What follows belongs to an exercise in optimizing a design on an open flow for small area, a short achievable clock period and few clock cycles per item; a production flow would make more cautious choices.
Only simulation tests tie the RTL to the original design; equivalence was not proved.
The clock port is modelled as an ideal driver, which makes a skipped or thinned clock tree look cheaper than it is; a real chip needs a root buffer or a tree.

==> flow/design.v, too long to show whole: its modules and the start of the top module <==
// module operand_issue: 61 lines
// module array_multiplier: 2478 lines
// module csa_fa: 10 lines
// module csa_ha: 9 lines
// module product_fifo: 17 lines
// module word_serializer: 30 lines
// module mul_unit: 66 lines
module mul_unit (
   input  logic     clk,
   input  logic     reset,
   input  logic     op_valid,
   input  mul_pkg::operand_t op_a,
   input  mul_pkg::operand_t op_b,
   output logic     busy,
   output mul_pkg::word_t    res_word,
   output logic     res_valid,
   output logic     res_last
);
  // ...
==> flow/flow/run.sh <==
#!/bin/bash
# The standard layout with two changes:
#  - smaller, faster port buffers: buffer_ports inserts buf_2 cells instead of the default
#    clkdlybuf4s50_1, and after global placement the input ports' buffers become buf_1
#    cells (flow/small_inbuf.tcl). Every port keeps its buffer.
#  - after CTS, the clock tree's branching level and its dummy loads are removed, so the
#    leaf buffers hang off the root buffer (flow/flatten_clock.tcl). Every register's clock
#    arrives earlier by about the same amount.
# The make output goes to standard.log; each step logs into orfs/logs as usual.
set -euo pipefail
export BUFFER_PORTS_ARGS="-buffer_cell sky130_fd_sc_hd__buf_2"
export POST_GLOBAL_PLACE_TCL="$(pwd)/flow/small_inbuf.tcl"
export POST_CTS_TCL="$(pwd)/flow/flatten_clock.tcl"
bash standard.sh > standard.log 2>&1
==> flow/flow/flatten_clock.tcl <==
# Sourced at the end of the CTS step (POST_CTS_TCL). CTS builds the clock tree as a root
# buffer after the port, a level of branching buffers and the leaf buffers that drive the
# registers, and hangs dummy loads on some nets to balance them. On a design this small the
# branching level only adds delay: its buffers and the dummy loads are removed and the leaf
# buffers hang straight off the root buffer's net, so every register's clock arrives earlier
# by about the same amount.
proc fc_out_net {inst} {
  foreach it [$inst getITerms] {
    if {[$it isOutputSignal]} { return [$it getNet] }
  }
  return "NULL"
}
proc fc_is_buf {inst} {
  return [string match "sky130_fd_sc_hd__clkbuf_*" [[$inst getMaster] getName]]
}
set block [ord::get_db_block]
set port_net "NULL"
foreach bt [$block getBTerms] {
  if {[$bt getName] eq "clk"} { set port_net [$bt getNet] }
}
# clock nets: everything reachable from the port through clock buffers
set clock_nets [list $port_net]
set todo [list $port_net]
while {[llength $todo]} {
  set net [lindex $todo 0]
  set todo [lrange $todo 1 end]
  foreach it [$net getITerms] {
    if {![$it isInputSignal]} { continue }
    set inst [$it getInst]
    set out [fc_out_net $inst]
    if {[fc_is_buf $inst] && $out ne "NULL"} {
      lappend clock_nets $out
      lappend todo $out
    }
  }
}
# dummy loads: cells on a clock net whose output drives nothing
set dummies 0
foreach net $clock_nets {
  foreach it [$net getITerms] {
    if {![$it isInputSignal]} { continue }
    set inst [$it getInst]
    set out [fc_out_net $inst]
    if {[string match "*dfxtp*" [[$inst getMaster] getName]]} { continue }
    if {$out eq "NULL" || [llength [$out getITerms]] <= 1} {
      odb::dbInst_destroy $inst
      if {$out ne "NULL"} { odb::dbNet_destroy $out }
      incr dummies
    }
  }
}
set port_loads [$port_net getITerms]
set mids {}
if {[llength $port_loads] == 1 && [fc_is_buf [[lindex $port_loads 0] getInst]]} {
  set root [[lindex $port_loads 0] getInst]
  set root_net [fc_out_net $root]
  foreach it [$root_net getITerms] {
    if {![$it isInputSignal]} { continue }
    set inst [$it getInst]
    if {![fc_is_buf $inst]} { continue }
    set only_bufs 1
    foreach jt [[fc_out_net $inst] getITerms] {
      if {[$jt isInputSignal] && ![fc_is_buf [$jt getInst]]} { set only_bufs 0 }
    }
    if {$only_bufs} { lappend mids $inst }
  }
  foreach mid $mids {
    set mid_net [fc_out_net $mid]
    foreach jt [$mid_net getITerms] {
      if {[$jt isInputSignal]} {
        $jt disconnect
        $jt connect $root_net
      }
    }
    odb::dbInst_destroy $mid
    odb::dbNet_destroy $mid_net
  }
  puts "flatten_clock: removed $dummies dummy loads and [llength $mids] branching buffers; [expr {[llength [$root_net getITerms]] - 1}] buffers now on [$root_net getName]"
}
==> flow/flow/small_inbuf.tcl <==
# Sourced after global placement (POST_GLOBAL_PLACE_TCL). The port buffers are buf_2 cells;
# the input ports' buffers each drive a register input or a gate close by and have plenty of
# slack, so they become buf_1 cells. Output port buffers stay buf_2.
set block [ord::get_db_block]
set n 0
foreach bt [$block getBTerms] {
  if {[$bt getIoType] ne "INPUT" || [$bt getName] eq "clk"} { continue }
  set net [$bt getNet]
  foreach it [$net getITerms] {
    set inst [$it getInst]
    if {[[$inst getMaster] getName] eq "sky130_fd_sc_hd__buf_2"} {
      replace_cell [$inst getName] sky130_fd_sc_hd__buf_1
      incr n
    }
  }
}
puts "small_inbuf: $n input port buffers are now buf_1"
==> flow/standard.sh <==
#!/bin/bash
# synth_recipe.tcl (not shown) runs the flow's synth.tcl, then flattens the netlist and writes it again
# the make line also repeats each setting of config.mk as NAME=value (left out here)
make -C /OpenROAD-flow-scripts/flow DESIGN_CONFIG=/design/flow/config.mk WORK_HOME=/design/flow/orfs CLKGATE_MAP_FILE= SYNTH_SCRIPT=/design/flow/synth_recipe.tcl "${@:-finish}"
==> flow/config.mk <==
export PLATFORM = sky130hd
export DESIGN_NAME = mul_unit
export DESIGN_NICKNAME = mul_unit
export VERILOG_FILES = /design/flow/design.v
export SDC_FILE = /design/flow/constraint.sdc
export NUM_CORES = 4
export LEC_CHECK = 0
export ABC_AREA = 1
export CAP_MARGIN = 20
export CORE_MARGIN = 2
export CORE_UTILIZATION = 70
export CTS_CLUSTER_DIAMETER = 150
export CTS_CLUSTER_SIZE = 22
export SLEW_MARGIN = 20
export SYNTH_HIERARCHICAL = 1
==> flow/constraint.sdc <==
create_clock -name core_clock -period 33.0 [get_ports {clk}]
set_input_delay 6.6000 -clock core_clock [delete_from_list [all_inputs] [get_ports {clk}]]
set_output_delay 6.6000 -clock core_clock [all_outputs]
set_load 0.01 [all_outputs]
==> impl_metrics.csv, run 1 <==
group,metric,value,unit
run_status,run_status,"no timing/DRC/antenna violations",
die,ioPinCount,134,
place,hpwl,51600,um
cells_and_area,fin_util,71.9,%
cells_and_area,nonClockInverterCount,152,
grt,grt_first_pass_wirelength,120000,um
routing,drt-pass1-iter-count,10,
cells_and_area,sequential_cell_area,4660,um2
cells_and_area,seq_cell_count,208,
timing,fin_worst_skew,0.0332,ns
synthesis,post_synth_most_frequent_cells,"nand2_1 (425), xor2_1 (416), o22ai_1 (376), fa_1 (368), dfxtp_1 (160)",
clock_tree,clock_sinks,208,
routing,wl,77700,um
setup_path,cp_slowest_cell,"dfxtp_1",
timing,finalWorstSetupSlack,25.49,ns
synthesis,post_synth_mux_area_share,0,%
setup_path,timing.reg2reg.worst_path_depth,19,
clock_tree,worst_setup_hold_path_clk_slew,0.08,ns
timing,max_freq,133,MHz
cells_and_area,largest_register_ff_count,50,
cells_and_area,final_cell_mix,"nand2_1 (425), xor2_1 (416), o22ai_1 (376)",
cells_and_area,multi_input_gate_area_in_the_final_layout,17800,um2
grt,grt_remaining_overflow,0,
hold_path,hold_path_end,"operand_issue_i.bh_q[10]",
cells_and_area,dominant_cells,"multi-input combinational cells",
timing,final_hold_viol_count,0,
cells_and_area,clkCellAreaFrac,1.12,%
hold_path,worstHoldPathType,"reg -> reg",
routing,dr_wl_met2,33600,um
grt,grt_start_max_net_pins,78,
routing,routed_via_density,6.76,
setup_path,critical_path_required,26.40,ns
setup_path,crit_path_max_incr_delay,0.34,ns
job,timing.max_cap.violations,0,
grt,antenna_found_initial,2,
Testbench counts, summed over its fixed seeds: cycles 4,824, items 1,600.
==> run 2, diff against run 1 <==
--- a/flow/design.v
+++ b/flow/design.v
@@ -1264,257 +1264,234 @@
    logic c1179;
    logic s1180;
    logic c1181;
    logic s1182;
    logic c1183;
    logic s1184;
    logic c1185;
    logic gg1186;
-   logic pg1187;
+   logic gg1187;
    logic gg1188;
-   logic pg1189;
+   logic gg1189;
    logic gg1190;
-   logic pg1191;
+   logic gg1191;
    logic gg1192;
-   logic pg1193;
-   logic gg1194;
-   logic pg1195;
-   logic gg1196;
-   logic pg1197;
-   logic gg1198;
-   logic pg1199;
-   logic gg1200;
-   logic pg1201;
-   logic gg1202;
-   logic pg1203;
-   logic gg1204;
-   logic pg1205;
-   logic gg1206;
-   logic pg1207;
-   logic gg1208;
-   logic pg1209;
-   logic gg1210;
-   logic pg1211;
-   logic gg1212;
-   logic pg1213;
-   logic gg1214;
-   logic pg1215;
-   logic gg1216;
-   logic pg1217;
-   logic gg1218;
-   logic pg1219;
-   logic gg1220;
-   logic pg1221;
-   logic gg1222;
-   logic pg1223;
-   logic gg1224;
-   logic pg1225;
-   logic gg1226;
-   logic pg1227;
-   logic gg1228;
-   logic pg1229;
-   logic gg1230;
-   logic pg1231;
-   logic gg1232;
-   logic pg1233;
-   logic gg1234;
-   logic pg1235;
-   logic gg1236;
-   logic pg1237;
-   logic gg1238;
-   logic pg1239;
-   logic gg1240;
-   logic pg1241;
-   logic gg1242;
-   logic pg1243;
-   logic gg1244;
-   logic pg1245;
-   logic gg1246;
-   logic pg1247;
-   logic gg1248;
-   logic pg1249;
-   logic gg1250;
-   logic pg1251;
-   logic gg1252;
-   logic pg1253;
-   logic gg1254;
-   logic pg1255;
-   logic gg1256;
-   logic pg1257;
-   logic gg1258;
-   logic pg1259;
-   logic gg1260;
-   logic pg1261;
-   logic gg1262;
-   logic pg1263;
-   logic gg1264;
-   logic pg1265;
-   logic gg1266;
-   logic pg1267;
-   logic gg1268;
-   logic pg1269;
-   logic gg1270;
-   logic pg1271;
-   logic gg1272;
-   logic pg1273;
-   logic gg1274;
-   logic pg1275;
-   logic gg1276;
-   logic pg1277;
-   logic gg1278;
-   logic pg1279;
-   logic gg1280;
-   logic pg1281;
-   logic gg1282;
-   logic pg1283;
-   logic gg1284;
-   logic pg1285;
-   logic gg1286;
-   logic pg1287;
-   logic gg1288;
-   logic pg1289;
-   logic gg1290;
-   logic pg1291;
-   logic gg1292;
-   logic pg1293;
-   logic gg1294;
-   logic pg1295;
-   logic gg1296;
-   logic pg1297;
-   logic gg1298;
-   logic pg1299;
-   logic gg1300;
-   logic pg1301;
-   logic gg1302;
-   logic pg1303;
-   logic gg1304;
-   logic pg1305;
-   logic gg1306;
-   logic pg1307;
-   logic gg1308;
-   logic pg1309;
-   logic gg1310;
-   logic pg1311;
-   logic gg1312;
-   logic pg1313;
-   logic gg1314;
-   logic pg1315;
-   logic gg1316;
-   logic pg1317;
-   logic gg1318;
-   logic pg1319;
-   logic gg1320;
-   logic pg1321;
-   logic gg1322;
-   logic pg1323;
-   logic gg1324;
-   logic pg1325;
-   logic gg1326;
-   logic pg1327;
-   logic gg1328;
-   logic pg1329;
-   logic gg1330;
-   logic pg1331;
-   logic gg1332;
-   logic pg1333;
-   logic gg1334;
-   logic pg1335;
-   logic gg1336;
-   logic pg1337;
-   logic gg1338;
-   logic pg1339;
-   logic gg1340;
-   logic pg1341;
-   logic gg1342;
-   logic pg1343;
-   logic gg1344;
-   logic pg1345;
-   logic gg1346;
-   logic pg1347;
-   logic gg1348;
-   logic pg1349;
-   logic gg1350;
-   logic pg1351;
-   logic gg1352;
-   logic pg1353;
-   logic gg1354;
-   logic pg1355;
-   logic gg1356;
-   logic pg1357;
-   logic gg1358;
-   logic pg1359;
-   logic gg1360;
-   logic pg1361;
-   logic gg1362;
-   logic pg1363;
-   logic gg1364;
-   logic pg1365;
-   logic gg1366;
-   logic pg1367;
-   logic gg1368;
-   logic pg1369;
-   logic gg1370;
-   logic pg1371;
-   logic gg1372;
-   logic pg1373;
-   logic gg1374;
-   logic pg1375;
-   logic gg1376;
-   logic pg1377;
-   logic gg1378;
-   logic pg1379;
-   logic gg1380;
-   logic pg1381;
-   logic gg1382;
-   logic pg1383;
-   logic gg1384;
-   logic pg1385;
-   logic gg1386;
-   logic pg1387;
-   logic gg1388;
-   logic pg1389;
-   logic gg1390;
-   logic pg1391;
-   logic gg1392;
-   logic pg1393;
-   logic gg1394;
-   logic pg1395;
-   logic gg1396;
-   logic pg1397;
-   logic gg1398;
-   logic pg1399;
-   logic gg1400;
-   logic pg1401;
-   logic gg1402;
-   logic pg1403;
-   logic gg1404;
-   logic pg1405;
-   logic gg1406;
-   logic pg1407;
-   logic gg1408;
-   logic pg1409;
-   logic gg1410;
-   logic pg1411;
-   logic gg1412;
-   logic pg1413;
-   logic gg1414;
-   logic pg1415;
-   logic gg1416;
-   logic pg1417;
-   logic gg1418;
-   logic pg1419;
-   logic gg1420;
-   logic pg1421;
-   logic gg1422;
-   logic pg1423;
-   logic gg1424;
-   logic pg1425;
-   logic gg1426;
-   logic pg1427;
+   logic gg1193;
+   logic pg1194;
+   logic gg1195;
+   logic pg1196;
+   logic gg1197;
+   logic pg1198;
+   logic gg1199;
+   logic pg1200;
+   logic gg1201;
+   logic pg1202;
+   logic gg1203;
+   logic pg1204;
+   logic gg1205;
+   logic pg1206;
+   logic gg1207;
+   logic pg1208;
+   logic gg1209;
+   logic pg1210;
+   logic gg1211;
+   logic pg1212;
+   logic gg1213;
+   logic pg1214;
+   logic gg1215;
+   logic pg1216;
+   logic gg1217;
+   logic pg1218;
+   logic gg1219;
+   logic pg1220;
+   logic gg1221;
+   logic pg1222;
+   logic gg1223;
+   logic pg1224;
+   logic gg1225;
+   logic pg1226;
+   logic gg1227;
+   logic pg1228;
+   logic gg1229;
+   logic pg1230;
+   logic gg1231;
+   logic pg1232;
+   logic gg1233;
+   logic pg1234;
+   logic gg1235;
+   logic pg1236;
+   logic gg1237;
+   logic pg1238;
+   logic gg1239;
+   logic pg1240;
+   logic gg1241;
+   logic pg1242;
+   logic gg1243;
+   logic pg1244;
+   logic gg1245;
+   logic pg1246;
+   logic gg1247;
+   logic pg1248;
+   logic gg1249;
+   logic pg1250;
+   logic gg1251;
+   logic pg1252;
+   logic gg1253;
+   logic pg1254;
+   logic gg1255;
+   logic pg1256;
+   logic gg1257;
+   logic pg1258;
+   logic gg1259;
+   logic pg1260;
+   logic gg1261;
+   logic pg1262;
+   logic gg1263;
+   logic pg1264;
+   logic gg1265;
+   logic pg1266;
+   logic gg1267;
+   logic pg1268;
+   logic gg1269;
+   logic pg1270;
+   logic gg1271;
+   logic pg1272;
+   logic gg1273;
+   logic pg1274;
+   logic gg1275;
+   logic pg1276;
+   logic gg1277;
+   logic pg1278;
+   logic gg1279;
+   logic pg1280;
+   logic gg1281;
+   logic pg1282;
+   logic gg1283;
+   logic pg1284;
+   logic gg1285;
+   logic pg1286;
+   logic gg1287;
+   logic pg1288;
+   logic gg1289;
+   logic pg1290;
+   logic gg1291;
+   logic pg1292;
+   logic gg1293;
+   logic pg1294;
+   logic gg1295;
+   logic pg1296;
+   logic gg1297;
+   logic pg1298;
+   logic gg1299;
+   logic pg1300;
+   logic gg1301;
+   logic pg1302;
+   logic gg1303;
+   logic pg1304;
+   logic gg1305;
+   logic pg1306;
+   logic gg1307;
+   logic pg1308;
+   logic gg1309;
+   logic pg1310;
+   logic gg1311;
+   logic pg1312;
+   logic gg1313;
+   logic pg1314;
+   logic gg1315;
+   logic pg1316;
+   logic gg1317;
+   logic pg1318;
+   logic gg1319;
+   logic pg1320;
+   logic gg1321;
+   logic pg1322;
+   logic gg1323;
+   logic pg1324;
+   logic gg1325;
+   logic pg1326;
+   logic gg1327;
+   logic pg1328;
+   logic gg1329;
+   logic pg1330;
+   logic gg1331;
+   logic pg1332;
+   logic gg1333;
+   logic pg1334;
+   logic gg1335;
+   logic pg1336;
+   logic gg1337;
+   logic pg1338;
+   logic gg1339;
+   logic pg1340;
+   logic gg1341;
+   logic pg1342;
+   logic gg1343;
+   logic pg1344;
+   logic gg1345;
+   logic pg1346;
+   logic gg1347;
+   logic pg1348;
+   logic gg1349;
+   logic pg1350;
+   logic gg1351;
+   logic pg1352;
+   logic gg1353;
+   logic pg1354;
+   logic gg1355;
+   logic pg1356;
+   logic gg1357;
+   logic pg1358;
+   logic gg1359;
+   logic pg1360;
+   logic gg1361;
+   logic pg1362;
+   logic gg1363;
+   logic pg1364;
+   logic gg1365;
+   logic pg1366;
+   logic gg1367;
+   logic pg1368;
+   logic gg1369;
+   logic pg1370;
+   logic gg1371;
+   logic pg1372;
+   logic gg1373;
+   logic pg1374;
+   logic gg1375;
+   logic pg1376;
+   logic gg1377;
+   logic pg1378;
+   logic gg1379;
+   logic pg1380;
+   logic gg1381;
+   logic pg1382;
+   logic gg1383;
+   logic pg1384;
+   logic gg1385;
+   logic pg1386;
+   logic gg1387;
+   logic pg1388;
+   logic gg1389;
+   logic pg1390;
+   logic gg1391;
+   logic pg1392;
+   logic gg1393;
+   logic pg1394;
+   logic gg1395;
+   logic pg1396;
+   logic gg1397;
+   logic pg1398;
+   logic gg1399;
+   logic pg1400;
+   logic gg1401;
+   logic pg1402;
+   logic gg1403;
+   logic pg1404;
    assign pp1 = ((~sel_none[0] & a[0])) ^ sel_neg[0];
    assign pp2 = ((~sel_none[0] & a[1]) | (~sel_ntwo[0] & a[0])) ^ sel_neg[0];
    assign pp3 = ((~sel_none[0] & a[2]) | (~sel_ntwo[0] & a[1])) ^ sel_neg[0];
    assign pp4 = ((~sel_none[0] & a[3]) | (~sel_ntwo[0] & a[2])) ^ sel_neg[0];
    assign pp5 = ((~sel_none[0] & a[4]) | (~sel_ntwo[0] & a[3])) ^ sel_neg[0];
    assign pp6 = ((~sel_none[0] & a[5]) | (~sel_ntwo[0] & a[4])) ^ sel_neg[0];
    assign pp7 = ((~sel_none[0] & a[6]) | (~sel_ntwo[0] & a[5])) ^ sel_neg[0];
    assign pp8 = ((~sel_none[0] & a[7]) | (~sel_ntwo[0] & a[6])) ^ sel_neg[0];
@@ -2305,258 +2282,235 @@
    csa_ha u_s1184 (.a(pp399), .b(1'b1), .s(s1184), .co(c1185));
    logic [64:0] row_a, row_b;
    assign row_a = {nneg400, c1183, c1181, c1179, c1177, c1175, c1173, c1171, c1169, c1167, c1165, c1163, c1161, c1159, c1157, c1155, c1153, c1151, c1149, c1147, c1145, c1143, c1141, c1139, c1137, c1135, c1133, c1131, c1129, c1127, c1125, c1123, c1121, c1119, c1117, c1115, c1113, c1111, c1109, c1107, c1105, c1103, c1101, c1099, c1097, c1095, c1093, c1091, c1089, c1087, c1085, c1083, c1081, c1079, c1077, c1075, c1073, c1071, c1069, c1067, c1065, c1063, c1061, addend[1], addend[0]};
    assign row_b = {c1185, s1184, s1182, s1180, s1178, s1176, s1174, s1172, s1170, s1168, s1166, s1164, s1162, s1160, s1158, s1156, s1154, s1152, s1150, s1148, s1146, s1144, s1142, s1140, s1138, s1136, s1134, s1132, s1130, s1128, s1126, s1124, s1122, s1120, s1118, s1116, s1114, s1112, s1110, s1108, s1106, s1104, s1102, s1100, s1098, s1096, s1094, s1092, s1090, s1088, s1086, s1084, s1082, s1080, s1078, s1076, s1074, s1072, s1070, s1068, s1066, s1064, s1062, s1060, 1'b0};
    logic [64:0] g0, p0;
    assign g0 = row_a & row_b;
    assign p0 = row_a ^ row_b;
    assign gg1186 = g0[1] | (p0[1] & g0[0]);
-   assign pg1187 = p0[1] & p0[0];
-   assign gg1188 = g0[3] | (p0[3] & g0[2]);
-   assign pg1189 = p0[3] & p0[2];
-   assign gg1190 = g0[5] | (p0[5] & g0[4]);
-   assign pg1191 = p0[5] & p0[4];
-   assign gg1192 = g0[7] | (p0[7] & g0[6]);
-   assign pg1193 = p0[7] & p0[6];
-   assign gg1194 = g0[9] | (p0[9] & g0[8]);
-   assign pg1195 = p0[9] & p0[8];
-   assign gg1196 = g0[11] | (p0[11] & g0[10]);
-   assign pg1197 = p0[11] & p0[10];
-   assign gg1198 = g0[13] | (p0[13] & g0[12]);
-   assign pg1199 = p0[13] & p0[12];
-   assign gg1200 = g0[15] | (p0[15] & g0[14]);
-   assign pg1201 = p0[15] & p0[14];
-   assign gg1202 = g0[17] | (p0[17] & g0[16]);
-   assign pg1203 = p0[17] & p0[16];
-   assign gg1204 = g0[19] | (p0[19] & g0[18]);
-   assign pg1205 = p0[19] & p0[18];
-   assign gg1206 = g0[21] | (p0[21] & g0[20]);
-   assign pg1207 = p0[21] & p0[20];
-   assign gg1208 = g0[23] | (p0[23] & g0[22]);
-   assign pg1209 = p0[23] & p0[22];
-   assign gg1210 = g0[25] | (p0[25] & g0[24]);
-   assign pg1211 = p0[25] & p0[24];
-   assign gg1212 = g0[27] | (p0[27] & g0[26]);
-   assign pg1213 = p0[27] & p0[26];
-   assign gg1214 = g0[29] | (p0[29] & g0[28]);
-   assign pg1215 = p0[29] & p0[28];
-   assign gg1216 = g0[31] | (p0[31] & g0[30]);
-   assign pg1217 = p0[31] & p0[30];
-   assign gg1218 = g0[33] | (p0[33] & g0[32]);
-   assign pg1219 = p0[33] & p0[32];
-   assign gg1220 = g0[35] | (p0[35] & g0[34]);
-   assign pg1221 = p0[35] & p0[34];
-   assign gg1222 = g0[37] | (p0[37] & g0[36]);
-   assign pg1223 = p0[37] & p0[36];
-   assign gg1224 = g0[39] | (p0[39] & g0[38]);
-   assign pg1225 = p0[39] & p0[38];
-   assign gg1226 = g0[41] | (p0[41] & g0[40]);
-   assign pg1227 = p0[41] & p0[40];
-   assign gg1228 = g0[43] | (p0[43] & g0[42]);
-   assign pg1229 = p0[43] & p0[42];
-   assign gg1230 = g0[45] | (p0[45] & g0[44]);
-   assign pg1231 = p0[45] & p0[44];
-   assign gg1232 = g0[47] | (p0[47] & g0[46]);
-   assign pg1233 = p0[47] & p0[46];
-   assign gg1234 = g0[49] | (p0[49] & g0[48]);
-   assign pg1235 = p0[49] & p0[48];
-   assign gg1236 = g0[51] | (p0[51] & g0[50]);
-   assign pg1237 = p0[51] & p0[50];
-   assign gg1238 = g0[53] | (p0[53] & g0[52]);
-   assign pg1239 = p0[53] & p0[52];
-   assign gg1240 = g0[55] | (p0[55] & g0[54]);
-   assign pg1241 = p0[55] & p0[54];
-   assign gg1242 = g0[57] | (p0[57] & g0[56]);
-   assign pg1243 = p0[57] & p0[56];
-   assign gg1244 = g0[59] | (p0[59] & g0[58]);
-   assign pg1245 = p0[59] & p0[58];
-   assign gg1246 = g0[61] | (p0[61] & g0[60]);
-   assign pg1247 = p0[61] & p0[60];
-   assign gg1248 = g0[63] | (p0[63] & g0[62]);
-   assign pg1249 = p0[63] & p0[62];
-   assign gg1250 = gg1188 | (pg1189 & gg1186);
-   assign pg1251 = pg1189 & pg1187;
-   assign gg1252 = gg1192 | (pg1193 & gg1190);
-   assign pg1253 = pg1193 & pg1191;
-   assign gg1254 = gg1196 | (pg1197 & gg1194);
-   assign pg1255 = pg1197 & pg1195;
-   assign gg1256 = gg1200 | (pg1201 & gg1198);
-   assign pg1257 = pg1201 & pg1199;
-   assign gg1258 = gg1204 | (pg1205 & gg1202);
-   assign pg1259 = pg1205 & pg1203;
-   assign gg1260 = gg1208 | (pg1209 & gg1206);
-   assign pg1261 = pg1209 & pg1207;
-   assign gg1262 = gg1212 | (pg1213 & gg1210);
-   assign pg1263 = pg1213 & pg1211;
-   assign gg1264 = gg1216 | (pg1217 & gg1214);
-   assign pg1265 = pg1217 & pg1215;
-   assign gg1266 = gg1220 | (pg1221 & gg1218);
-   assign pg1267 = pg1221 & pg1219;
-   assign gg1268 = gg1224 | (pg1225 & gg1222);
-   assign pg1269 = pg1225 & pg1223;
-   assign gg1270 = gg1228 | (pg1229 & gg1226);
-   assign pg1271 = pg1229 & pg1227;
-   assign gg1272 = gg1232 | (pg1233 & gg1230);
-   assign pg1273 = pg1233 & pg1231;
-   assign gg1274 = gg1236 | (pg1237 & gg1234);
-   assign pg1275 = pg1237 & pg1235;
-   assign gg1276 = gg1240 | (pg1241 & gg1238);
-   assign pg1277 = pg1241 & pg1239;
-   assign gg1278 = gg1244 | (pg1245 & gg1242);
-   assign pg1279 = pg1245 & pg1243;
-   assign gg1280 = gg1248 | (pg1249 & gg1246);
-   assign pg1281 = pg1249 & pg1247;
-   assign gg1282 = gg1252 | (pg1253 & gg1250);
-   assign pg1283 = pg1253 & pg1251;
-   assign gg1284 = gg1256 | (pg1257 & gg1254);
-   assign pg1285 = pg1257 & pg1255;
-   assign gg1286 = gg1260 | (pg1261 & gg1258);
-   assign pg1287 = pg1261 & pg1259;
-   assign gg1288 = gg1264 | (pg1265 & gg1262);
-   assign pg1289 = pg1265 & pg1263;
-   assign gg1290 = gg1268 | (pg1269 & gg1266);
-   assign pg1291 = pg1269 & pg1267;
-   assign gg1292 = gg1272 | (pg1273 & gg1270);
-   assign pg1293 = pg1273 & pg1271;
-   assign gg1294 = gg1276 | (pg1277 & gg1274);
-   assign pg1295 = pg1277 & pg1275;
-   assign gg1296 = gg1280 | (pg1281 & gg1278);
-   assign pg1297 = pg1281 & pg1279;
-   assign gg1298 = gg1284 | (pg1285 & gg1282);
-   assign pg1299 = pg1285 & pg1283;
-   assign gg1300 = gg1288 | (pg1289 & gg1286);
-   assign pg1301 = pg1289 & pg1287;
-   assign gg1302 = gg1292 | (pg1293 & gg1290);
-   assign pg1303 = pg1293 & pg1291;
-   assign gg1304 = gg1296 | (pg1297 & gg1294);
-   assign pg1305 = pg1297 & pg1295;
-   assign gg1306 = gg1300 | (pg1301 & gg1298);
-   assign pg1307 = pg1301 & pg1299;
-   assign gg1308 = gg1304 | (pg1305 & gg1302);
-   assign pg1309 = pg1305 & pg1303;
-   assign gg1310 = gg1308 | (pg1309 & gg1306);
-   assign pg1311 = pg1309 & pg1307;
-   assign gg1312 = gg1302 | (pg1303 & gg1306);
-   assign pg1313 = pg1303 & pg1307;
-   assign gg1314 = gg1286 | (pg1287 & gg1298);
-   assign pg1315 = pg1287 & pg1299;
-   assign gg1316 = gg1290 | (pg1291 & gg1306);
-   assign pg1317 = pg1291 & pg1307;
-   assign gg1318 = gg1294 | (pg1295 & gg1312);
-   assign pg1319 = pg1295 & pg1313;
-   assign gg1320 = gg1254 | (pg1255 & gg1282);
-   assign pg1321 = pg1255 & pg1283;
-   assign gg1322 = gg1258 | (pg1259 & gg1298);
-   assign pg1323 = pg1259 & pg1299;
-   assign gg1324 = gg1262 | (pg1263 & gg1314);
-   assign pg1325 = pg1263 & pg1315;
-   assign gg1326 = gg1266 | (pg1267 & gg1306);
-   assign pg1327 = pg1267 & pg1307;
-   assign gg1328 = gg1270 | (pg1271 & gg1316);
-   assign pg1329 = pg1271 & pg1317;
-   assign gg1330 = gg1274 | (pg1275 & gg1312);
-   assign pg1331 = pg1275 & pg1313;
-   assign gg1332 = gg1278 | (pg1279 & gg1318);
-   assign pg1333 = pg1279 & pg1319;
-   assign gg1334 = gg1190 | (pg1191 & gg1250);
-   assign pg1335 = pg1191 & pg1251;
-   assign gg1336 = gg1194 | (pg1195 & gg1282);
-   assign pg1337 = pg1195 & pg1283;
-   assign gg1338 = gg1198 | (pg1199 & gg1320);
-   assign pg1339 = pg1199 & pg1321;
-   assign gg1340 = gg1202 | (pg1203 & gg1298);
-   assign pg1341 = pg1203 & pg1299;
-   assign gg1342 = gg1206 | (pg1207 & gg1322);
-   assign pg1343 = pg1207 & pg1323;
-   assign gg1344 = gg1210 | (pg1211 & gg1314);
-   assign pg1345 = pg1211 & pg1315;
-   assign gg1346 = gg1214 | (pg1215 & gg1324);
-   assign pg1347 = pg1215 & pg1325;
-   assign gg1348 = gg1218 | (pg1219 & gg1306);
-   assign pg1349 = pg1219 & pg1307;
-   assign gg1350 = gg1222 | (pg1223 & gg1326);
-   assign pg1351 = pg1223 & pg1327;
-   assign gg1352 = gg1226 | (pg1227 & gg1316);
-   assign pg1353 = pg1227 & pg1317;
-   assign gg1354 = gg1230 | (pg1231 & gg1328);
-   assign pg1355 = pg1231 & pg1329;
-   assign gg1356 = gg1234 | (pg1235 & gg1312);
-   assign pg1357 = pg1235 & pg1313;
-   assign gg1358 = gg1238 | (pg1239 & gg1330);
-   assign pg1359 = pg1239 & pg1331;
-   assign gg1360 = gg1242 | (pg1243 & gg1318);
-   assign pg1361 = pg1243 & pg1319;
-   assign gg1362 = gg1246 | (pg1247 & gg1332);
-   assign pg1363 = pg1247 & pg1333;
-   assign gg1364 = g0[2] | (p0[2] & gg1186);
-   assign pg1365 = p0[2] & pg1187;
-   assign gg1366 = g0[4] | (p0[4] & gg1250);
-   assign pg1367 = p0[4] & pg1251;
-   assign gg1368 = g0[6] | (p0[6] & gg1334);
-   assign pg1369 = p0[6] & pg1335;
-   assign gg1370 = g0[8] | (p0[8] & gg1282);
-   assign pg1371 = p0[8] & pg1283;
-   assign gg1372 = g0[10] | (p0[10] & gg1336);
-   assign pg1373 = p0[10] & pg1337;
-   assign gg1374 = g0[12] | (p0[12] & gg1320);
-   assign pg1375 = p0[12] & pg1321;
-   assign gg1376 = g0[14] | (p0[14] & gg1338);
-   assign pg1377 = p0[14] & pg1339;
-   assign gg1378 = g0[16] | (p0[16] & gg1298);
-   assign pg1379 = p0[16] & pg1299;
-   assign gg1380 = g0[18] | (p0[18] & gg1340);
-   assign pg1381 = p0[18] & pg1341;
-   assign gg1382 = g0[20] | (p0[20] & gg1322);
-   assign pg1383 = p0[20] & pg1323;
-   assign gg1384 = g0[22] | (p0[22] & gg1342);
-   assign pg1385 = p0[22] & pg1343;
-   assign gg1386 = g0[24] | (p0[24] & gg1314);
-   assign pg1387 = p0[24] & pg1315;
-   assign gg1388 = g0[26] | (p0[26] & gg1344);
-   assign pg1389 = p0[26] & pg1345;
-   assign gg1390 = g0[28] | (p0[28] & gg1324);
-   assign pg1391 = p0[28] & pg1325;
-   assign gg1392 = g0[30] | (p0[30] & gg1346);
-   assign pg1393 = p0[30] & pg1347;
-   assign gg1394 = g0[32] | (p0[32] & gg1306);
-   assign pg1395 = p0[32] & pg1307;
-   assign gg1396 = g0[34] | (p0[34] & gg1348);
-   assign pg1397 = p0[34] & pg1349;
-   assign gg1398 = g0[36] | (p0[36] & gg1326);
-   assign pg1399 = p0[36] & pg1327;
-   assign gg1400 = g0[38] | (p0[38] & gg1350);
-   assign pg1401 = p0[38] & pg1351;
-   assign gg1402 = g0[40] | (p0[40] & gg1316);
-   assign pg1403 = p0[40] & pg1317;
-   assign gg1404 = g0[42] | (p0[42] & gg1352);
-   assign pg1405 = p0[42] & pg1353;
-   assign gg1406 = g0[44] | (p0[44] & gg1328);
-   assign pg1407 = p0[44] & pg1329;
-   assign gg1408 = g0[46] | (p0[46] & gg1354);
-   assign pg1409 = p0[46] & pg1355;
-   assign gg1410 = g0[48] | (p0[48] & gg1312);
-   assign pg1411 = p0[48] & pg1313;
-   assign gg1412 = g0[50] | (p0[50] & gg1356);
-   assign pg1413 = p0[50] & pg1357;
-   assign gg1414 = g0[52] | (p0[52] & gg1330);
-   assign pg1415 = p0[52] & pg1331;
-   assign gg1416 = g0[54] | (p0[54] & gg1358);
-   assign pg1417 = p0[54] & pg1359;
-   assign gg1418 = g0[56] | (p0[56] & gg1318);
-   assign pg1419 = p0[56] & pg1319;
-   assign gg1420 = g0[58] | (p0[58] & gg1360);
-   assign pg1421 = p0[58] & pg1361;
-   assign gg1422 = g0[60] | (p0[60] & gg1332);
-   assign pg1423 = p0[60] & pg1333;
-   assign gg1424 = g0[62] | (p0[62] & gg1362);
-   assign pg1425 = p0[62] & pg1363;
-   assign gg1426 = g0[64] | (p0[64] & gg1310);
-   assign pg1427 = p0[64] & pg1311;
-   assign sum = {p0[64] ^ gg1310, p0[63] ^ gg1424, p0[62] ^ gg1362, p0[61] ^ gg1422, p0[60] ^ gg1332, p0[59] ^ gg1420, p0[58] ^ gg1360, p0[57] ^ gg1418, p0[56] ^ gg1318, p0[55] ^ gg1416, p0[54] ^ gg1358, p0[53] ^ gg1414, p0[52] ^ gg1330, p0[51] ^ gg1412, p0[50] ^ gg1356, p0[49] ^ gg1410, p0[48] ^ gg1312, p0[47] ^ gg1408, p0[46] ^ gg1354, p0[45] ^ gg1406, p0[44] ^ gg1328, p0[43] ^ gg1404, p0[42] ^ gg1352, p0[41] ^ gg1402, p0[40] ^ gg1316, p0[39] ^ gg1400, p0[38] ^ gg1350, p0[37] ^ gg1398, p0[36] ^ gg1326, p0[35] ^ gg1396, p0[34] ^ gg1348, p0[33] ^ gg1394, p0[32] ^ gg1306, p0[31] ^ gg1392, p0[30] ^ gg1346, p0[29] ^ gg1390, p0[28] ^ gg1324, p0[27] ^ gg1388, p0[26] ^ gg1344, p0[25] ^ gg1386, p0[24] ^ gg1314, p0[23] ^ gg1384, p0[22] ^ gg1342, p0[21] ^ gg1382, p0[20] ^ gg1322, p0[19] ^ gg1380, p0[18] ^ gg1340, p0[17] ^ gg1378, p0[16] ^ gg1298, p0[15] ^ gg1376, p0[14] ^ gg1338, p0[13] ^ gg1374, p0[12] ^ gg1320, p0[11] ^ gg1372, p0[10] ^ gg1336, p0[9] ^ gg1370, p0[8] ^ gg1282, p0[7] ^ gg1368, p0[6] ^ gg1334, p0[5] ^ gg1366, p0[4] ^ gg1250, p0[3] ^ gg1364, p0[2] ^ gg1186, p0[1] ^ g0[0], p0[0]};
+   assign gg1187 = g0[2] | (p0[2] & gg1186);
+   assign gg1188 = g0[3] | (p0[3] & gg1187);
+   assign gg1189 = g0[4] | (p0[4] & gg1188);
+   assign gg1190 = g0[5] | (p0[5] & gg1189);
+   assign gg1191 = g0[6] | (p0[6] & gg1190);
+   assign gg1192 = g0[7] | (p0[7] & gg1191);
+   assign gg1193 = g0[8] | (p0[8] & gg1192);
+   assign pg1194 = p0[8] & p0[7];
+   assign gg1195 = g0[10] | (p0[10] & g0[9]);
+   assign pg1196 = p0[10] & p0[9];
+   assign gg1197 = g0[12] | (p0[12] & g0[11]);
+   assign pg1198 = p0[12] & p0[11];
+   assign gg1199 = g0[14] | (p0[14] & g0[13]);
+   assign pg1200 = p0[14] & p0[13];
+   assign gg1201 = g0[16] | (p0[16] & g0[15]);
+   assign pg1202 = p0[16] & p0[15];
+   assign gg1203 = g0[18] | (p0[18] & g0[17]);
+   assign pg1204 = p0[18] & p0[17];
+   assign gg1205 = g0[20] | (p0[20] & g0[19]);
+   assign pg1206 = p0[20] & p0[19];
+   assign gg1207 = g0[22] | (p0[22] & g0[21]);
+   assign pg1208 = p0[22] & p0[21];
+   assign gg1209 = g0[24] | (p0[24] & g0[23]);
+   assign pg1210 = p0[24] & p0[23];
+   assign gg1211 = g0[26] | (p0[26] & g0[25]);
+   assign pg1212 = p0[26] & p0[25];
+   assign gg1213 = g0[28] | (p0[28] & g0[27]);
+   assign pg1214 = p0[28] & p0[27];
+   assign gg1215 = g0[30] | (p0[30] & g0[29]);
+   assign pg1216 = p0[30] & p0[29];
+   assign gg1217 = g0[32] | (p0[32] & g0[31]);
+   assign pg1218 = p0[32] & p0[31];
+   assign gg1219 = g0[34] | (p0[34] & g0[33]);
+   assign pg1220 = p0[34] & p0[33];
+   assign gg1221 = g0[36] | (p0[36] & g0[35]);
+   assign pg1222 = p0[36] & p0[35];
+   assign gg1223 = g0[38] | (p0[38] & g0[37]);
+   assign pg1224 = p0[38] & p0[37];
+   assign gg1225 = g0[40] | (p0[40] & g0[39]);
+   assign pg1226 = p0[40] & p0[39];
+   assign gg1227 = g0[42] | (p0[42] & g0[41]);
+   assign pg1228 = p0[42] & p0[41];
+   assign gg1229 = g0[44] | (p0[44] & g0[43]);
+   assign pg1230 = p0[44] & p0[43];
+   assign gg1231 = g0[46] | (p0[46] & g0[45]);
+   assign pg1232 = p0[46] & p0[45];
+   assign gg1233 = g0[48] | (p0[48] & g0[47]);
+   assign pg1234 = p0[48] & p0[47];
+   assign gg1235 = g0[50] | (p0[50] & g0[49]);
+   assign pg1236 = p0[50] & p0[49];
+   assign gg1237 = g0[52] | (p0[52] & g0[51]);
+   assign pg1238 = p0[52] & p0[51];
+   assign gg1239 = g0[54] | (p0[54] & g0[53]);
+   assign pg1240 = p0[54] & p0[53];
+   assign gg1241 = g0[56] | (p0[56] & g0[55]);
+   assign pg1242 = p0[56] & p0[55];
+   assign gg1243 = g0[58] | (p0[58] & g0[57]);
+   assign pg1244 = p0[58] & p0[57];
+   assign gg1245 = g0[60] | (p0[60] & g0[59]);
+   assign pg1246 = p0[60] & p0[59];
+   assign gg1247 = g0[62] | (p0[62] & g0[61]);
+   assign pg1248 = p0[62] & p0[61];
+   assign gg1249 = g0[64] | (p0[64] & g0[63]);
+   assign pg1250 = p0[64] & p0[63];
+   assign gg1251 = gg1195 | (pg1196 & gg1193);
+   assign pg1252 = pg1196 & pg1194;
+   assign gg1253 = gg1199 | (pg1200 & gg1197);
+   assign pg1254 = pg1200 & pg1198;
+   assign gg1255 = gg1203 | (pg1204 & gg1201);
+   assign pg1256 = pg1204 & pg1202;
+   assign gg1257 = gg1207 | (pg1208 & gg1205);
+   assign pg1258 = pg1208 & pg1206;
+   assign gg1259 = gg1211 | (pg1212 & gg1209);
+   assign pg1260 = pg1212 & pg1210;
+   assign gg1261 = gg1215 | (pg1216 & gg1213);
+   assign pg1262 = pg1216 & pg1214;
+   assign gg1263 = gg1219 | (pg1220 & gg1217);
+   assign pg1264 = pg1220 & pg1218;
+   assign gg1265 = gg1223 | (pg1224 & gg1221);
+   assign pg1266 = pg1224 & pg1222;
+   assign gg1267 = gg1227 | (pg1228 & gg1225);
+   assign pg1268 = pg1228 & pg1226;
+   assign gg1269 = gg1231 | (pg1232 & gg1229);
+   assign pg1270 = pg1232 & pg1230;
+   assign gg1271 = gg1235 | (pg1236 & gg1233);
+   assign pg1272 = pg1236 & pg1234;
+   assign gg1273 = gg1239 | (pg1240 & gg1237);
+   assign pg1274 = pg1240 & pg1238;
+   assign gg1275 = gg1243 | (pg1244 & gg1241);
+   assign pg1276 = pg1244 & pg1242;
+   assign gg1277 = gg1247 | (pg1248 & gg1245);
+   assign pg1278 = pg1248 & pg1246;
+   assign gg1279 = gg1253 | (pg1254 & gg1251);
+   assign pg1280 = pg1254 & pg1252;
+   assign gg1281 = gg1257 | (pg1258 & gg1255);
+   assign pg1282 = pg1258 & pg1256;
+   assign gg1283 = gg1261 | (pg1262 & gg1259);
+   assign pg1284 = pg1262 & pg1260;
+   assign gg1285 = gg1265 | (pg1266 & gg1263);
+   assign pg1286 = pg1266 & pg1264;
+   assign gg1287 = gg1269 | (pg1270 & gg1267);
+   assign pg1288 = pg1270 & pg1268;
+   assign gg1289 = gg1273 | (pg1274 & gg1271);
+   assign pg1290 = pg1274 & pg1272;
+   assign gg1291 = gg1277 | (pg1278 & gg1275);
+   assign pg1292 = pg1278 & pg1276;
+   assign gg1293 = gg1281 | (pg1282 & gg1279);
+   assign pg1294 = pg1282 & pg1280;
+   assign gg1295 = gg1285 | (pg1286 & gg1283);
+   assign pg1296 = pg1286 & pg1284;
+   assign gg1297 = gg1289 | (pg1290 & gg1287);
+   assign pg1298 = pg1290 & pg1288;
+   assign gg1299 = gg1295 | (pg1296 & gg1293);
+   assign pg1300 = pg1296 & pg1294;
+   assign gg1301 = gg1297 | (pg1298 & gg1299);
+   assign pg1302 = pg1298 & pg1300;
+   assign gg1303 = gg1283 | (pg1284 & gg1293);
+   assign pg1304 = pg1284 & pg1294;
+   assign gg1305 = gg1287 | (pg1288 & gg1299);
+   assign pg1306 = pg1288 & pg1300;
+   assign gg1307 = gg1291 | (pg1292 & gg1301);
+   assign pg1308 = pg1292 & pg1302;
+   assign gg1309 = gg1255 | (pg1256 & gg1279);
+   assign pg1310 = pg1256 & pg1280;
+   assign gg1311 = gg1259 | (pg1260 & gg1293);
+   assign pg1312 = pg1260 & pg1294;
+   assign gg1313 = gg1263 | (pg1264 & gg1303);
+   assign pg1314 = pg1264 & pg1304;
+   assign gg1315 = gg1267 | (pg1268 & gg1299);
+   assign pg1316 = pg1268 & pg1300;
+   assign gg1317 = gg1271 | (pg1272 & gg1305);
+   assign pg1318 = pg1272 & pg1306;
+   assign gg1319 = gg1275 | (pg1276 & gg1301);
+   assign pg1320 = pg1276 & pg1302;
+   assign gg1321 = gg1197 | (pg1198 & gg1251);
+   assign pg1322 = pg1198 & pg1252;
+   assign gg1323 = gg1201 | (pg1202 & gg1279);
+   assign pg1324 = pg1202 & pg1280;
+   assign gg1325 = gg1205 | (pg1206 & gg1309);
+   assign pg1326 = pg1206 & pg1310;
+   assign gg1327 = gg1209 | (pg1210 & gg1293);
+   assign pg1328 = pg1210 & pg1294;
+   assign gg1329 = gg1213 | (pg1214 & gg1311);
+   assign pg1330 = pg1214 & pg1312;
+   assign gg1331 = gg1217 | (pg1218 & gg1303);
+   assign pg1332 = pg1218 & pg1304;
+   assign gg1333 = gg1221 | (pg1222 & gg1313);
+   assign pg1334 = pg1222 & pg1314;
+   assign gg1335 = gg1225 | (pg1226 & gg1299);
+   assign pg1336 = pg1226 & pg1300;
+   assign gg1337 = gg1229 | (pg1230 & gg1315);
+   assign pg1338 = pg1230 & pg1316;
+   assign gg1339 = gg1233 | (pg1234 & gg1305);
+   assign pg1340 = pg1234 & pg1306;
+   assign gg1341 = gg1237 | (pg1238 & gg1317);
+   assign pg1342 = pg1238 & pg1318;
+   assign gg1343 = gg1241 | (pg1242 & gg1301);
+   assign pg1344 = pg1242 & pg1302;
+   assign gg1345 = gg1245 | (pg1246 & gg1319);
+   assign pg1346 = pg1246 & pg1320;
+   assign gg1347 = gg1249 | (pg1250 & gg1307);
+   assign pg1348 = pg1250 & pg1308;
+   assign gg1349 = g0[9] | (p0[9] & gg1193);
+   assign pg1350 = p0[9] & pg1194;
+   assign gg1351 = g0[11] | (p0[11] & gg1251);
+   assign pg1352 = p0[11] & pg1252;
+   assign gg1353 = g0[13] | (p0[13] & gg1321);
+   assign pg1354 = p0[13] & pg1322;
+   assign gg1355 = g0[15] | (p0[15] & gg1279);
+   assign pg1356 = p0[15] & pg1280;
+   assign gg1357 = g0[17] | (p0[17] & gg1323);
+   assign pg1358 = p0[17] & pg1324;
+   assign gg1359 = g0[19] | (p0[19] & gg1309);
+   assign pg1360 = p0[19] & pg1310;
+   assign gg1361 = g0[21] | (p0[21] & gg1325);
+   assign pg1362 = p0[21] & pg1326;
+   assign gg1363 = g0[23] | (p0[23] & gg1293);
+   assign pg1364 = p0[23] & pg1294;
+   assign gg1365 = g0[25] | (p0[25] & gg1327);
+   assign pg1366 = p0[25] & pg1328;
+   assign gg1367 = g0[27] | (p0[27] & gg1311);
+   assign pg1368 = p0[27] & pg1312;
+   assign gg1369 = g0[29] | (p0[29] & gg1329);
+   assign pg1370 = p0[29] & pg1330;
+   assign gg1371 = g0[31] | (p0[31] & gg1303);
+   assign pg1372 = p0[31] & pg1304;
+   assign gg1373 = g0[33] | (p0[33] & gg1331);
+   assign pg1374 = p0[33] & pg1332;
+   assign gg1375 = g0[35] | (p0[35] & gg1313);
+   assign pg1376 = p0[35] & pg1314;
+   assign gg1377 = g0[37] | (p0[37] & gg1333);
+   assign pg1378 = p0[37] & pg1334;
+   assign gg1379 = g0[39] | (p0[39] & gg1299);
+   assign pg1380 = p0[39] & pg1300;
+   assign gg1381 = g0[41] | (p0[41] & gg1335);
+   assign pg1382 = p0[41] & pg1336;
+   assign gg1383 = g0[43] | (p0[43] & gg1315);
+   assign pg1384 = p0[43] & pg1316;
+   assign gg1385 = g0[45] | (p0[45] & gg1337);
+   assign pg1386 = p0[45] & pg1338;
+   assign gg1387 = g0[47] | (p0[47] & gg1305);
+   assign pg1388 = p0[47] & pg1306;
+   assign gg1389 = g0[49] | (p0[49] & gg1339);
+   assign pg1390 = p0[49] & pg1340;
+   assign gg1391 = g0[51] | (p0[51] & gg1317);
+   assign pg1392 = p0[51] & pg1318;
+   assign gg1393 = g0[53] | (p0[53] & gg1341);
+   assign pg1394 = p0[53] & pg1342;
+   assign gg1395 = g0[55] | (p0[55] & gg1301);
+   assign pg1396 = p0[55] & pg1302;
+   assign gg1397 = g0[57] | (p0[57] & gg1343);
+   assign pg1398 = p0[57] & pg1344;
+   assign gg1399 = g0[59] | (p0[59] & gg1319);
+   assign pg1400 = p0[59] & pg1320;
+   assign gg1401 = g0[61] | (p0[61] & gg1345);
+   assign pg1402 = p0[61] & pg1346;
+   assign gg1403 = g0[63] | (p0[63] & gg1307);
+   assign pg1404 = p0[63] & pg1308;
+   assign sum = {p0[64] ^ gg1403, p0[63] ^ gg1307, p0[62] ^ gg1401, p0[61] ^ gg1345, p0[60] ^ gg1399, p0[59] ^ gg1319, p0[58] ^ gg1397, p0[57] ^ gg1343, p0[56] ^ gg1395, p0[55] ^ gg1301, p0[54] ^ gg1393, p0[53] ^ gg1341, p0[52] ^ gg1391, p0[51] ^ gg1317, p0[50] ^ gg1389, p0[49] ^ gg1339, p0[48] ^ gg1387, p0[47] ^ gg1305, p0[46] ^ gg1385, p0[45] ^ gg1337, p0[44] ^ gg1383, p0[43] ^ gg1315, p0[42] ^ gg1381, p0[41] ^ gg1335, p0[40] ^ gg1379, p0[39] ^ gg1299, p0[38] ^ gg1377, p0[37] ^ gg1333, p0[36] ^ gg1375, p0[35] ^ gg1313, p0[34] ^ gg1373, p0[33] ^ gg1331, p0[32] ^ gg1371, p0[31] ^ gg1303, p0[30] ^ gg1369, p0[29] ^ gg1329, p0[28] ^ gg1367, p0[27] ^ gg1311, p0[26] ^ gg1365, p0[25] ^ gg1327, p0[24] ^ gg1363, p0[23] ^ gg1293, p0[22] ^ gg1361, p0[21] ^ gg1325, p0[20] ^ gg1359, p0[19] ^ gg1309, p0[18] ^ gg1357, p0[17] ^ gg1323, p0[16] ^ gg1355, p0[15] ^ gg1279, p0[14] ^ gg1353, p0[13] ^ gg1321, p0[12] ^ gg1351, p0[11] ^ gg1251, p0[10] ^ gg1349, p0[9] ^ gg1193, p0[8] ^ gg1192, p0[7] ^ gg1191, p0[6] ^ gg1190, p0[5] ^ gg1189, p0[4] ^ gg1188, p0[3] ^ gg1187, p0[2] ^ gg1186, p0[1] ^ g0[0], p0[0]};
 endmodule
 module csa_fa (
    input  logic a,
    input  logic b,
    input  logic c,
    output logic s,
    output logic co
 );
==> run 2 against run 1 <==
First-iteration DRC count is 3.3% higher; largest cell class unchanged; critical path depth stayed put; global-route usage is 1.2 points lower; clock skew is 0.0034 ns lower; worst setup slack worse by 0.014 ns.
==> impl_metrics.csv, run 2 <==
group,metric,value,unit
clock_tree,worst_setup_hold_path_clk_slew,0.09,ns
synthesis,asyncSetResetFlopFracSynth,0,%
synthesis,yosysWarningCount,9,
cells_and_area,finish.cell_count_without_fillers,2910,
die,core-area,33600,um2
cells_and_area,fin_util,72.8,%
timing,layout_worst_path_cycle_share,22.8,%
timing,worst_slew_margin_rel,21.9,%
run_status,run_status,"no timing/DRC/antenna violations",
setup_path,critPathBufInv,1,
cells_and_area,drive_above_1_share,4.96,%
grt,grt_remaining_overflow,0,
cells_and_area,num-fill-cells,2628,
setup_path,worst-path-stages,1,
setup_path,worstSetupStartpointType,"register",
setup_path,critical_path_arrival,0.93,ns
synthesis,postSynthAreaPerCell,9.56,um2
routing,detailroute.wirelength.met3,10200,um
setup_path,reg2reg_from,"operand_issue_i.a_q[2]",
routing,drt-pass1-iter-count,6,
synthesis,synthDistinctLibCells,36,
setup_path,crit_path_max_incr_delay,0.34,ns
cells_and_area,final_cell_mix,"nand2_1 (431), xor2_1 (412), o22ai_1 (376)",
timing,max_transition_viols_final,0,
synthesis,post_synth_most_frequent_cells,"nand2_1 (431), xor2_1 (412), o22ai_1 (376), fa_1 (372), dfxtp_1 (160)",
die,floorplan.die.height,189,um
timing,slew_worst_pin,1.17,ns
cells_and_area,multi_input_gate_area_in_the_final_layout,17600,um2
timing,final.setup.tns,0,ns
routing,route.antenna.remaining_nets,0,
place,place_inst,2898,
die,floorplan_die_area,35800,um2
hold_path,timing.hold.worst_path_depth,2,
cells_and_area,final_nets,3044,
clock_tree,clkLatencyLatePin,0.47,ns
timing,finalWorstSetupSlack,25.47,ns
timing,max_freq,133,MHz
cells_and_area,max_flop_register,"product_fifo_i.acc_q",
setup_path,path_cells,"buf_2",
place,numPortBuffers,133,
routing,vias,19500,
timing,fin_worst_skew,0.0297,ns
cells_and_area,final_common_cell,"nand2_1",
synthesis,yosysTopAreaCell,"fa_1",
grt,total_routing_resource_utilization_after_global_routing,43.3,%
setup_path,critical_path.endpoint_type,"output pin",
synthesis,yosysSeqAreaShare,19.4,%
cells_and_area,sequential_cell_area,4670,um2
synthesis,post_synth_inst_count,2508,
routing,post-route-drc-count,0,
die,ioPinCount,134,
grt,antenna_found_initial,4,
setup_path,startpoint,"operand_issue_i.busy",
routing,route.layer.met1.wl,26900,um
synthesis,yosys_register_bits,208,
setup_path,cp_slowest_cell,"dfxtp_1",
routing,wl_per_cell,25.9,um
routing,wl,75300,um
setup_path,critPathTopFamily,"flip-flops",
place,preCtsSetupSlack,25.76,ns
timing,grt_setup_unrepaired,"false",
synthesis,synth-edff-count,48,
hold_path,hold_path_startpoint,"operand_issue_i.bh_q[21]",
synthesis,ys_dominant_reg_cell,"dfxtp_1",
grt,grt_pass1_vias,20500,
cells_and_area,layout-area-overhead-vs-synth,2.00,%
clock_tree,clock_sinks,208,
setup_path,timing_worst_setup_path_type,"reg -> out",
job,timing.max_cap.violations,0,
setup_path,critical_path_required,26.40,ns
grt,grt_start_max_net_pins,78,
synthesis,synth_top_area_share,31.1,%
place,hpwl,50700,um
cells_and_area,largest_register_ff_count,50,
die,row_count,67,
routing,top_layer_used,"met5",
timing,minimum_clock_period,7.53,ns
timing,hold_slack,0.414,ns
synthesis,synthTopCellsByArea,"fa_1 (31%), xor2_1 (15%), dfxtp_1 (13%)",
timing,setup_viol,0,
synthesis,syn-cell-area,24000,um2
routing,routed_via_density,6.71,
cells_and_area,top_regs,"product_fifo_i.acc_q x50, operand_issue_i.a_q x48",
setup_path,timing.reg2reg.worst_path_depth,26,
setup_path,crit_fanout,2,
routing,dr_wl_met2,32600,um
timing,final_hold_viol_count,0,
grt,grt_first_pass_wirelength,116000,um
synthesis,cell_with_the_most_instances_after_synthesis,"nand2_1",
die,die_w,189,um
die,initial_utilization,71.3,%
routing,first_iter_violations,2247,
hold_path,worstHoldPathType,"reg -> reg",
-- run 2: changes by cell type in the layout (fill, tap and decap cells not counted), moves of 3 or more --
cell	delta
ha_1	-8
a21oi_1	-7
nand3_1	-7
nand2_1	+6
inv_1	+5
nand2_2	-5
fa_1	+4
nor2_1	+4
xor2_1	-4
nand2_4	-3
nand4_1	-3
nor2_2	-3
-- run 2: layout make-up --
type,count,area share (%)
Multi-Input combinational cell,1920,71.9
Timing Repair Buffer,166,3.23
Inverter,156,2.39
Clock buffer,11,1.13
Antenna cell,1,0.0102
Sequential cell,208,19.1
Tap cell,448,2.29
-- run 2: Yosys stat by module, one instance, submodules excluded, excerpt --
module	flip-flops and latches	cell area [um2]
operand_issue	108	3660
csa_ha	0	12.5
array_multiplier	0	9360
csa_fa	0	20.0
word_serializer	35	1380
product_fifo	65	2150
-- run 2: cells by family after synthesis --
group | count (synthesis) | share of synthesized area (%)
and+or+nand+nor | 585 | 9.94
adders and majority gates | 482 | 36.8
AOI/OAI and AO/OA | 423 | 11.1
xor gates and xnor gates | 421 | 15.4
buffers and inverters | 388 | 7.46
DFF | 208 | 19.4
other | 1 | 0.0156
-- run 2: path summary, 6_finish.rpt --
| path | endpoint | slack (ns) |
|---|---|---|
| worst max register to register | word_serializer_i.res_word[30] | 26.15 |
| worst min-delay path | operand_issue_i.bh_q[5] | 0.41 |
| worst min register to register | operand_issue_i.bh_q[5] | 0.41 |
| worst max-delay path | busy | 25.47 |
-- run 2: routing by layer --
metal / GRT usage, % / up-vias
li1: - / 8140
met1: 54.5 / 9359
met2: 65.0 / 1597
met3: 13.9 / 421
met4: 27.6 / 6
met5: 0 / -
-- run 2: stage by stage --
stage	cell area, um2
finish	24500
global route	24500
detailed placement	24200
global placement	24300
floorplan	24000
Testbench counts of run 2, summed over its fixed seeds: cycles 4,824, items 1,600.
==> run 3, diff against run 2 <==
==> flow/flow/run.sh (replaced) <==
#!/bin/bash
set -euo pipefail
export BUFFER_PORTS_ARGS="-buffer_cell sky130_fd_sc_hd__buf_2"
export POST_GLOBAL_PLACE_TCL="$(pwd)/flow/small_inbuf.tcl"
export POST_CTS_TCL="$(pwd)/flow/drop_clock_root.tcl"
bash standard.sh > standard.log 2>&1
==> flow/flow/drop_clock_root.tcl (new file) <==
proc dcr_out_net {inst} {
  foreach it [$inst getITerms] {
    if {[$it isOutputSignal]} { return [$it getNet] }
  }
  return "NULL"
}
proc dcr_is_buf {inst} {
  return [string match "sky130_fd_sc_hd__clkbuf_*" [[$inst getMaster] getName]]
}
set block [ord::get_db_block]
set port_net "NULL"
foreach bt [$block getBTerms] {
  if {[$bt getName] eq "clk"} { set port_net [$bt getNet] }
}
# clock nets: everything reachable from the port through clock buffers
set clock_nets [list $port_net]
set todo [list $port_net]
while {[llength $todo]} {
  set net [lindex $todo 0]
  set todo [lrange $todo 1 end]
  foreach it [$net getITerms] {
    if {![$it isInputSignal]} { continue }
    set inst [$it getInst]
    set out [dcr_out_net $inst]
    if {[dcr_is_buf $inst] && $out ne "NULL"} {
      lappend clock_nets $out
      lappend todo $out
    }
  }
}
# dummy loads: cells on a clock net whose output drives nothing
set dummies 0
foreach net $clock_nets {
  foreach it [$net getITerms] {
    if {![$it isInputSignal]} { continue }
    set inst [$it getInst]
    if {[string match "*dfxtp*" [[$inst getMaster] getName]]} { continue }
    set out [dcr_out_net $inst]
    if {$out eq "NULL" || [llength [$out getITerms]] <= 1} {
      odb::dbInst_destroy $inst
      if {$out ne "NULL"} { odb::dbNet_destroy $out }
      incr dummies
    }
  }
}
set port_loads [$port_net getITerms]
set dropped 0
if {[llength $port_loads] == 1 && [dcr_is_buf [[lindex $port_loads 0] getInst]]} {
  set root [[lindex $port_loads 0] getInst]
  set root_net [dcr_out_net $root]
  set loads {}
  set all_bufs 1
  foreach it [$root_net getITerms] {
    if {![$it isInputSignal]} { continue }
    lappend loads $it
    if {![dcr_is_buf [$it getInst]]} { set all_bufs 0 }
  }
  if {$all_bufs && [llength $loads] <= 4} {
    foreach it $loads {
      $it disconnect
      $it connect $port_net
    }
    odb::dbInst_destroy $root
    odb::dbNet_destroy $root_net
    set dropped 1
  }
}
puts "drop_clock_root: removed $dummies dummy loads; root buffer removed: $dropped; the clock port drives [llength [$port_net getITerms]] pins"
--- a/flow/config.mk
+++ b/flow/config.mk
@@ -10,3 +10,3 @@
 export CORE_MARGIN = 2
-export CORE_UTILIZATION = 70
+export CORE_UTILIZATION = 60
 export CTS_CLUSTER_DIAMETER = 150
removed: flow/flow/flatten_clock.tcl
==> run 3 against run 2 <==
Largest cell class unchanged; global-route usage fell by 4.9 points; highest routed layer unchanged; final cell count rose by 2.6%; synthesized cell count did not move.
==> impl_metrics.csv, run 3 <==
group,metric,value,unit
run_status,run_status,"no timing/DRC/antenna violations",
timing,slew_worst_pin,1.15,ns
setup_path,crit_path_max_incr_delay,0.32,ns
synthesis,cell_with_the_most_instances_after_synthesis,"nand2_1",
synthesis,yosysSeqAreaShare,19.4,%
cells_and_area,layout.cell_area.non_filler,24600,um2
cells_and_area,max_flop_register,"product_fifo_i.acc_q",
routing,wl,78600,um
setup_path,path_cells,"buf_2",
setup_path,critPathTopFamily,"flip-flops",
clock_tree,clkLatencyLatePin,0.38,ns
setup_path,critical_path.endpoint_type,"output pin",
timing,max_freq,134,MHz
timing,fin_worst_skew,0.0247,ns
cells_and_area,largest_register_ff_count,50,
die,row_count,73,
timing,worst_slew_margin_rel,23.3,%
setup_path,critical_path_arrival,0.84,ns
setup_path,critical_path_required,26.40,ns
routing,vias,19400,
setup_path,register_to_register_setup_slack,26.18,ns
setup_path,timing_worst_setup_path_type,"reg -> out",
cells_and_area,final_common_cell,"nand2_1",
grt,total_routing_resource_utilization_after_global_routing,38.4,%
synthesis,postSynthAreaPerCell,9.56,um2
timing,setup_viol,0,
routing,route.antenna.remaining_nets,0,
routing,wl_per_cell,26.3,um
setup_path,crit_fanout,1,
die,die_w,204,um
grt,antenna_found_initial,3,
grt,grt_first_pass_wirelength,120000,um
die,floorplan.die.height,204,um
timing,final.setup.tns,0,ns
place,placement.cell_area,24300,um2
routing,post-route-drc-count,0,
synthesis,synth-edff-count,48,
place,hpwl,52000,um
timing,layout_worst_path_cycle_share,22.6,%
synthesis,syn-cell-area,24000,um2
routing,first_iter_violations,2082,
timing,grt_setup_unrepaired,"false",
die,initial_utilization,60.6,%
grt,grt_start_max_net_pins,70,
cells_and_area,top_regs,"product_fifo_i.acc_q x50, operand_issue_i.a_q x48",
synthesis,yosys_register_bits,208,
synthesis,ys_dominant_reg_cell,"dfxtp_1",
setup_path,startpoint,"word_serializer_i.res_last",
timing,max_transition_viols_final,0,
setup_path,cp_slowest_cell,"dfxtp_1",
setup_path,reg2reg_from,"operand_issue_i.sel_neg[0]",
die,ioPinCount,134,
hold_path,worstHoldPathType,"reg -> reg",
cells_and_area,num-fill-cells,3428,
cells_and_area,drive_above_1_share,5.33,%
setup_path,worst_setup_path_endpoint,"res_last",
cells_and_area,final_nets,3043,
synthesis,synth_top_area_share,31.1,%
timing,minimum_clock_period,7.44,ns
synthesis,synth_compound_gate_area_share,11.1,%
synthesis,yosys.area_share.simple,9.94,%
clock_tree,clock_sinks,208,
synthesis,yosysWarningCount,9,
synthesis,post_synth_fa_ha_maj_area_fraction,36.8,%
routing,routed_via_density,6.49,
synthesis,yosysTopAreaCell,"fa_1",
die,core-area,39500,um2
setup_path,r2r_end,"product_fifo_i.acc_q[64]",
clock_tree,worst_setup_hold_path_clk_slew,0.10,ns
grt,grt_pass1_vias,20300,
cells_and_area,antenna_cells_inserted,0,
setup_path,timing.reg2reg.worst_path_depth,30,
cells_and_area,final_cell_mix,"nand2_1 (431), xor2_1 (412), o22ai_1 (376)",
cells_and_area,finish.cell_count_without_fillers,2985,
job,timing.max_cap.violations,0,
synthesis,post_synth_mux_area_share,0,%
synthesis,post_synth_inst_count,2508,
grt,grt_remaining_overflow,0,
synthesis,post_synth_most_frequent_cells,"nand2_1 (431), xor2_1 (412), o22ai_1 (376), fa_1 (372), dfxtp_1 (160)",
setup_path,worstSetupStartpointType,"register",
place,numPortBuffers,133,
synthesis,main_combinational_cell_family_by_area_after_synthesis,"adder cells",
place,place_inst,2973,
cells_and_area,layout-area-overhead-vs-synth,2.47,%
setup_path,worst-path-stages,1,
synthesis,synthTopCellsByArea,"fa_1 (31%), xor2_1 (15%), dfxtp_1 (13%)",
routing,drt-pass1-iter-count,5,
synthesis,asyncSetResetFlopFracSynth,0,%
setup_path,critPathBufInv,1,
synthesis,synthDistinctLibCells,36,
timing,final_hold_viol_count,0,
synthesis,synth_xor_area_share,15.4,%
die,floorplan_die_area,41600,um2
## run 3: changes by cell type in the layout (fill, tap and decap cells not counted), sizes merged
cell	previous run	this run
clkbuf	11	12
buf	166	164
diode	1	0
## run 3: final cells by class
| cell class | count | area [um2] | area share, % |
|---|---|---|---|
| Sequential cell | 208 | 4680 | 19.0 |
| Tap cell | 525 | 657 | 2.67 |
| Multi-Input combinational cell | 1920 | 17600 | 71.5 |
| Clock buffer | 12 | 300 | 1.22 |
| Inverter | 156 | 586 | 2.38 |
| Timing Repair Buffer | 164 | 776 | 3.16 |
## run 3: worst min-delay path by stage
stage                                         from                  endpoint  cells past startpoint  slack, ns
after floorplan           operand_issue_i.bh_q[26]  operand_issue_i.bh_q[10]                      2       0.40
after global placement    operand_issue_i.bh_q[17]   operand_issue_i.bh_q[1]                      2       0.40
after global routing      operand_issue_i.bh_q[17]   operand_issue_i.bh_q[1]                      2       0.44
final                     operand_issue_i.bh_q[17]   operand_issue_i.bh_q[1]                      2       0.42
after detailed placement  operand_issue_i.bh_q[17]   operand_issue_i.bh_q[1]                      2       0.40
## run 3: cells by family after synthesis
family	Yosys count
fa+ha+maj	482
simple gates	585
flops	208
compound gates	423
other cells	1
buf+inv	388
xor+xnor	421
## run 3: layer usage
metal	vias up	share of wire [%]	track usage, %
li1	8149	-	-
met1	9520	38	50.0
met2	1381	44	58.8
met3	316	12	9.57
met4	2	7.0	21.9
met5	-	0.0089	0
## run 3: Yosys stat by module, one instance, submodules excluded, excerpt
module | cell area, um2 | flops+latches
word_serializer | 1380 | 35
array_multiplier | 9360 | 0
operand_issue | 3660 | 108
product_fifo | 2150 | 65
csa_fa | 20.0 | 0
csa_ha | 12.5 | 0
## run 3: metrics by stage
step	utilization, %	hold slack, ns	setup slack (ns)
after detailed placement	61.4	0.402	25.78
final	62.1	0.422	25.56
after global routing	62.1	0.441	25.50
after global placement	61.7	0.401	25.79
after floorplan	-	0.396	25.96

## afterwards: timing with drivers on the ports
How much do the figures lean on ideal ports? The routed layouts below were timed once more, with nothing changed but the port constraints. Step 1 (the two cells are an assumption about what drives the block):
set clk [get_ports {clk}]
set_driving_cell -lib_cell sky130_fd_sc_hd__clkbuf_16 $clk
set_driving_cell -lib_cell sky130_fd_sc_hd__buf_2 [delete_from_list [all_inputs] $clk]
Step 2, shift: input delay + t, output delay - t, t = (earliest + latest rising clock arrival at the registers) / 2. This alone moves slack from input paths to output paths. Three values: ideal, step 1, step 2; two values: the first two.
run	t (ns)	slack for setup (ns)	worst setup path at the end	clock arrival spread, ns	pins driven straight from the clock port
run 1	0.508	25.487 / 25.426 / 25.768	input to register	0.035 / 0.035	1
run 2	0.509	25.473 / 25.413 / 25.725	input to register	0.035 / 0.034	1
run 3	0.447	25.557 / 25.474 / 25.773	input to register	0.025 / 0.025	2
After both steps every run listed still meets setup and hold.
